From an optimization exercise on the open Yosys and OpenROAD flow, aimed at small area and a short achievable clock period; shortcuts taken in it are not production practice.
The RTL was checked by simulation tests, not by an equivalence proof against the original design.
No activity file was given, so power comes from the tool's default toggle rates.

==> flow/design.v <==
module scope_trigger_capture #(
   parameter int unsigned DATA_W       = 12,
   parameter int unsigned ADDR_W       = 8,
   parameter int unsigned PRE_TRIG     = 64,
   parameter int unsigned AUTO_TIMEOUT = 4096
) (
   input  logic              clock,
   input  logic              reset_n,
   input  logic              sample_valid,
   input  logic [DATA_W-1:0] sample_data,
   input  logic              arm,
   input  logic [DATA_W-1:0] trig_level,
   input  logic              trig_rising,
   input  logic [ADDR_W-1:0] rd_addr,
   output logic [DATA_W-1:0] rd_data,
   output logic [2:0]        state,
   output logic              busy,
   output logic              capture_done,
   output logic              auto_fired
);
   localparam int unsigned     DEPTH     = 1 << ADDR_W;
   localparam logic [ADDR_W:0] PRE_LAST  = (ADDR_W+1)'(PRE_TRIG - 1);
   localparam logic [ADDR_W:0] POST_LAST = (ADDR_W+1)'(DEPTH - PRE_TRIG - 1);
   localparam logic [ADDR_W-1:0] PRE_OFS = ADDR_W'(PRE_TRIG);
   if (PRE_TRIG < 1 || PRE_TRIG > DEPTH - 2 || AUTO_TIMEOUT < 1) begin : g_param_check
      $error("scope_trigger_capture: PRE_TRIG or AUTO_TIMEOUT out of range");
   end
   typedef enum logic [2:0] {
      S_IDLE    = 3'd0,
      S_PREFILL = 3'd1,
      S_WAIT    = 3'd2,
      S_POST    = 3'd3,
      S_DONE    = 3'd4
   } state_t;
   state_t              r_state;
   logic [ADDR_W-1:0]   r_wr_ptr;
   logic [ADDR_W:0]     r_cnt;
   logic [DATA_W-1:0]   r_prev;
   logic [ADDR_W-1:0]   r_trig_addr;
   logic [DATA_W-1:0]   r_mem [DEPTH];
   logic                w_active;
   logic                w_wr_en;
   logic                w_edge;
   logic                w_fire;
   logic [ADDR_W-1:0]   w_rd_phys;
   assign w_active = (r_state == S_PREFILL) || (r_state == S_WAIT) || (r_state == S_POST);
   assign w_wr_en  = sample_valid && !arm && w_active;
   assign w_edge = trig_rising ? ((r_prev < trig_level) && (sample_data >= trig_level))
                               : ((r_prev > trig_level) && (sample_data <= trig_level));
   localparam int unsigned TO_W    = $clog2(AUTO_TIMEOUT + 1);
   localparam logic [TO_W-1:0] TO_LAST = TO_W'(AUTO_TIMEOUT - 1);
   logic [TO_W-1:0] r_to_cnt;
   logic            r_auto;
   assign w_fire     = w_edge || (r_to_cnt == TO_LAST);
   assign auto_fired = r_auto;
   always_ff @(posedge clock or negedge reset_n) begin
      if (!reset_n) begin
         r_state     <= S_IDLE;
         r_wr_ptr    <= '0;
         r_cnt       <= '0;
         r_prev      <= '0;
         r_trig_addr <= '0;
         r_to_cnt    <= '0;
         r_auto      <= 1'b0;
      end else if (arm) begin
         r_state  <= S_PREFILL;
         r_wr_ptr <= '0;
         r_cnt    <= '0;
         r_to_cnt <= '0;
         r_auto   <= 1'b0;
      end else if (sample_valid && w_active) begin
         r_wr_ptr <= r_wr_ptr + 1'b1;
         r_prev   <= sample_data;
         case (r_state)
            S_PREFILL: begin
               if (r_cnt == PRE_LAST) begin
                  r_state <= S_WAIT;
                  r_cnt   <= '0;
               end else begin
                  r_cnt <= r_cnt + 1'b1;
               end
            end
            S_WAIT: begin
               if (w_fire) begin
                  r_state     <= S_POST;
                  r_trig_addr <= r_wr_ptr;
                  r_cnt       <= (ADDR_W+1)'(1);
                  r_auto      <= !w_edge;
               end
               else begin
                  r_to_cnt <= r_to_cnt + 1'b1;
               end
            end
            S_POST: begin
               if (r_cnt == POST_LAST) r_state <= S_DONE;
               r_cnt <= r_cnt + 1'b1;
            end
            default: ;
         endcase
      end
   end
   always_ff @(posedge clock) begin
      if (w_wr_en) r_mem[r_wr_ptr] <= sample_data;
   end
   assign w_rd_phys = r_trig_addr - PRE_OFS + rd_addr;
   always_ff @(posedge clock or negedge reset_n) begin
      if (!reset_n) rd_data <= '0;
      else          rd_data <= r_mem[w_rd_phys];
   end
   assign state        = r_state;
   assign busy         = w_active;
   assign capture_done = (r_state == S_DONE);
endmodule
==> flow/run.sh <==
#!/bin/bash
# synth_recipe.tcl (not shown) runs the flow's synth.tcl, then flattens the netlist and writes it again
# the make line also repeats each setting of config.mk as NAME=value (left out here)
make -C /OpenROAD-flow-scripts/flow DESIGN_CONFIG=/design/flow/config.mk WORK_HOME=/design/flow/orfs CLKGATE_MAP_FILE= SYNTH_SCRIPT=/design/flow/synth_recipe.tcl finish
==> flow/config.mk <==
export PLATFORM = sky130hd
export DESIGN_NAME = scope_trigger_capture
export DESIGN_NICKNAME = scope_trigger_capture
export VERILOG_FILES = /design/flow/design.v
export SDC_FILE = /design/flow/constraint.sdc
export NUM_CORES = 4
export LEC_CHECK = 0
export CAP_MARGIN = 20
export CORE_MARGIN = 2
export CORE_UTILIZATION = 45
export SLEW_MARGIN = 20
==> flow/constraint.sdc <==
create_clock -name core_clock -period 5.0 [get_ports {clock}]
set_input_delay 1.0000 -clock core_clock [delete_from_list [all_inputs] [get_ports {clock}]]
set_output_delay 1.0000 -clock core_clock [all_outputs]
set_load 0.01 [all_outputs]
==> results.txt <==
* Status: finished clean
* Worst setup path class: input port to register
* DR vias/cell at between 6 and 7
* Initial core utilization at 45.2%
* Post-Syn Instances at 5,591
* Synth Cell Area at 122,000 sq um
* # setup viols final at 0
* Crit path cell chain: clkdlybuf4s50_1 -> ha_1 -> ha_4 -> inv_1 -> fa_4 -> xor2_4 -> buf_12 -> buf_12 -> mux2i_1 -> a221oi_1 -> a2111oi_0 -> buf_4 -> or3b_1
* CP arrival at 5.45 ns
* Filler cell count at 20,700
* Setup Buffers After CTS at 0
* Most common library cell in the layout ignoring fill and taps: edfxtp_1
* Multi-input combinational cell area at 26,800 sq um
* # H-tree levels at 5
* Vias in the first global route at ~61,000
* Hpwl dp at 211,000 microns
* Critical Path Most Common Cell: buf_12
* # port buffers at 54
* Gpl congestion at 0.909
* Syn Area/Cell at between 20 and 25 sq um
* Final Cycle Share at 94.1%
* CTS tree: yes
* Synth cell types at 59
* Yosys top cell by area: edfxtp_1
* Final WL at about 330,000 microns
* Post-CTS sizing at 0
* Top post-synthesis cells by area: edfxtp_1 (76%), mux4_2 (16%), dfrtp_1 (1.4%)
* Share of layout cells above drive strength 1 at 31.0%
* Routed Antenna Nets at 0
* Cell area power density at ~390 nW/um^2
* Root Driver: clkbuf_16
* First-pass GRT wire length at 465,000 microns
* Residual DRC at 0
* Prevailing post-synth register cell: edfxtp_1
* Synth Register Bits at approximately 3,100
* Clock skew at 0.0758 ns
* Full die area at 276,000 sq um
* CP max stage delay at 0.56 ns
* Achievable Freq at 212 MHz
* Setup Total Neg Slack at 0 ns
* Leakage Power at roughly 46 nW
* Number of synthesized flops with an enable pin at 3,072
* Total CTS buffers at 331
* CTS clk-pin slew, worst paths at 0.06 ns
* Max_cap viols at 0
* Largest net degree at the start of global routing at between 150 and 200
* Final-report hold violation count at 0
* Startpoint types: input port
* Total grt overflow at 0
* Final Net Count at 6,380
* Drt first pass iters at 6
* Critical Path RT at between 5 and 6 ns
* # rows at 191
* RSZ-0062 raised after global routing: false
* Tightest Pin Transition at 1.09 ns
* Chip width at around 520 microns
* Initial DRC Count at ~8,500
* Synth async-reset ratio at 2.10%
* FF/Latch Area at approximately 94,000 sq um
* Crit path time final at 4.71 ns
* Critical path fanouts, max at 18
* Via count at 61,400
* Tot GR Track Use at 23.6%
* Skew-Pair Late Insertion Delay at 0.90 ns
* WL/cell at 32.3 microns
* Seq/Total Area, Yosys at 76.9%
* Peak VDD IR at 0.000273 V
* CTS Hold Bufs at 0
* Synth warnings at 1
* Slew Limit Fails at 0
* Post-synth top area share at roughly three quarters
* Area Overhead vs Synth at 16.2%
* Most frequent cells in the layout: edfxtp_1 (3,072), mux4_2 (878), buf_4 (550), clkbuf_16 (335), nand2_1 (330)
* Crit-path slowest cell: fa_4
* Max_slew headroom at between 20% and 30%
* Syn Nets at 5,672
* CTS Buffer Depth at 4
* CP Buf/Inv Count at 5
* CP delay by family, top: buffers and inverters
* Antenna violations before repair at 16
* Hold/Removal Path Class: input port to async pin
* I/O pins at between 50 and 60
* Core area at 270,000 sq um
* Die Y at 525 microns
* Setup crit end kind: register
* Total clock sinks at 3,138
* Worst hold slack at 0.165 ns
## cells by family (layout without fill, tap and decap cells)
family / after synthesis / in the layout / synth area share [%]
DFF: 3138 / 3138 / 76.9
muxes: 955 / 955 / 16.8
and+or+nand+nor: 832 / 832 / 2.88
buffers and inverters: 338 / 1296 / 1.35
AOI/OAI and AO/OA: 267 / 267 / 1.47
adders and majority gates: 44 / 44 / 0.457
xor gates and xnor gates: 17 / 17 / 0.122
other: 0 / 8 / 0
## flip-flops by register name, summed over array words and instances (netlist names)
register / cells
r_auto: 1
r_cnt: 9
r_mem: 3072
r_prev: 12
r_state: 3
r_to_cnt: 13
r_trig_addr: 8
r_wr_ptr: 8
rd_data: 12
## metal layers
layer	routed length [microns]	part of all wire, %	up-vias	global-route usage, %
li1	-	-	24800	-
met1	135000	41	33100	35.0
met2	154000	47	3052	36.6
met3	28200	8.6	515	3.79
met4	9660	3.0	2	6.58
met5	13	0.0040	-	0
## worst register-to-register path, stage by stage (launching register included)
cell and delay, ns:
dfrtp_1 0.39, ha_1 0.32, ha_4 0.13, inv_1 0.06
fa_4 0.56, xor2_4 0.52, buf_12 0.25, buf_12 0.22
mux2i_1 0.52, a221oi_1 0.26, a2111oi_0 0.51, buf_4 0.20
or3b_1 0.33
## where the power goes
group,total [mW],switching [mW],internal [mW]
combinational,3.07,1.87,1.20
sequential,29.0,0.0648,28.9
clock,23.5,10.0,13.5
## synthesized netlist by cell type (40+ instances only)
library cell / n
dfrtp_1: 66
o21ai_0: 42
nand3_1: 80
edfxtp_1: 3072
nor2_1: 303
nand2_1: 331
clkbuf_1: 133
ha_1: 43
mux2i_1: 55
buf_2: 84
a21oi_1: 94
mux4_2: 878
buf_4: 40
## worst paths after layout
path	from	endpoint	slack (ns)	cells after the start
setup / recovery	rd_addr[1]	rd_data[9]$_DFF_PN0_	0.29	13
max in group asynchronous	reset_n	rd_data[9]$_DFF_PN0_	4.28	1
hold / removal	reset_n	r_to_cnt[9]$_DFFE_PN0P_	0.16	1
hold reg to reg	r_trig_addr[6]$_DFFE_PN0P_	r_trig_addr[6]$_DFFE_PN0P_	0.52	1
setup reg to reg	r_trig_addr[1]$_DFFE_PN0P_	rd_data[9]$_DFF_PN0_	0.59	12
min in group core_clock	sample_data[7]	r_mem[184][7]$_DFFE_PP_	0.36	1
## final cells by class
cell class | count | area share, %
flip-flops and latches | 3138 | 66.2
clock buffers | 405 | 6.14
multi-input cells | 2115 | 18.9
repair buffers | 684 | 4.46
diodes | 8 | 0.0141
clock inverters | 178 | 1.09
well taps | 3570 | 3.15
inverters | 29 | 0.0767
## per-stage QoR
stage	cell area, sq um	worst slack (ns)	utilization, %	cells	power, mW
2_1_floorplan	122000	0.778	-	5591	30.9
3_3_place_gp	132000	-0.920	48.7	9536	32.6
3_5_place_dp	132000	-0.596	48.7	9536	32.6
4_1_cts	142000	0.325	52.5	10100	56.0
5_1_grt	142000	0.0642	52.5	10100	57.1
6_report	142000	0.294	52.5	10100	55.6

afterwards: timing with drivers on the ports:
The flow's constraints put no driver on any port. The routed layout listed below was extracted and timed again, unchanged, in two steps.
Step 1 (the two cells are an assumption about what drives the block):
set clk [get_ports {clock}]
set_driving_cell -lib_cell sky130_fd_sc_hd__clkbuf_16 $clk
set_driving_cell -lib_cell sky130_fd_sc_hd__buf_2 [delete_from_list [all_inputs] $clk]
Step 2 adds t to the input delays and takes it off the output delays; t is the mean of the earliest and latest rising clock arrival at the registers after step 1. Input paths then give back, and output paths get back, about the clock's delay inside the block.
a / b / c = ideal / step 1 / step 2; a / b = the first two.
t (ns): 0.957
setup slack, ns: 0.294 / 0.361 / -0.595
worst setup path at the end: input to register
worst register clock-pin slew, ns: 0.07 / 0.07
worst slew at a driven data input, ns: 0.13
Met with ideal ports but missed after step 2: setup timing in this run. The setup slack of this run moves by +0.067 ns with the drivers and by -0.889 ns with both steps.
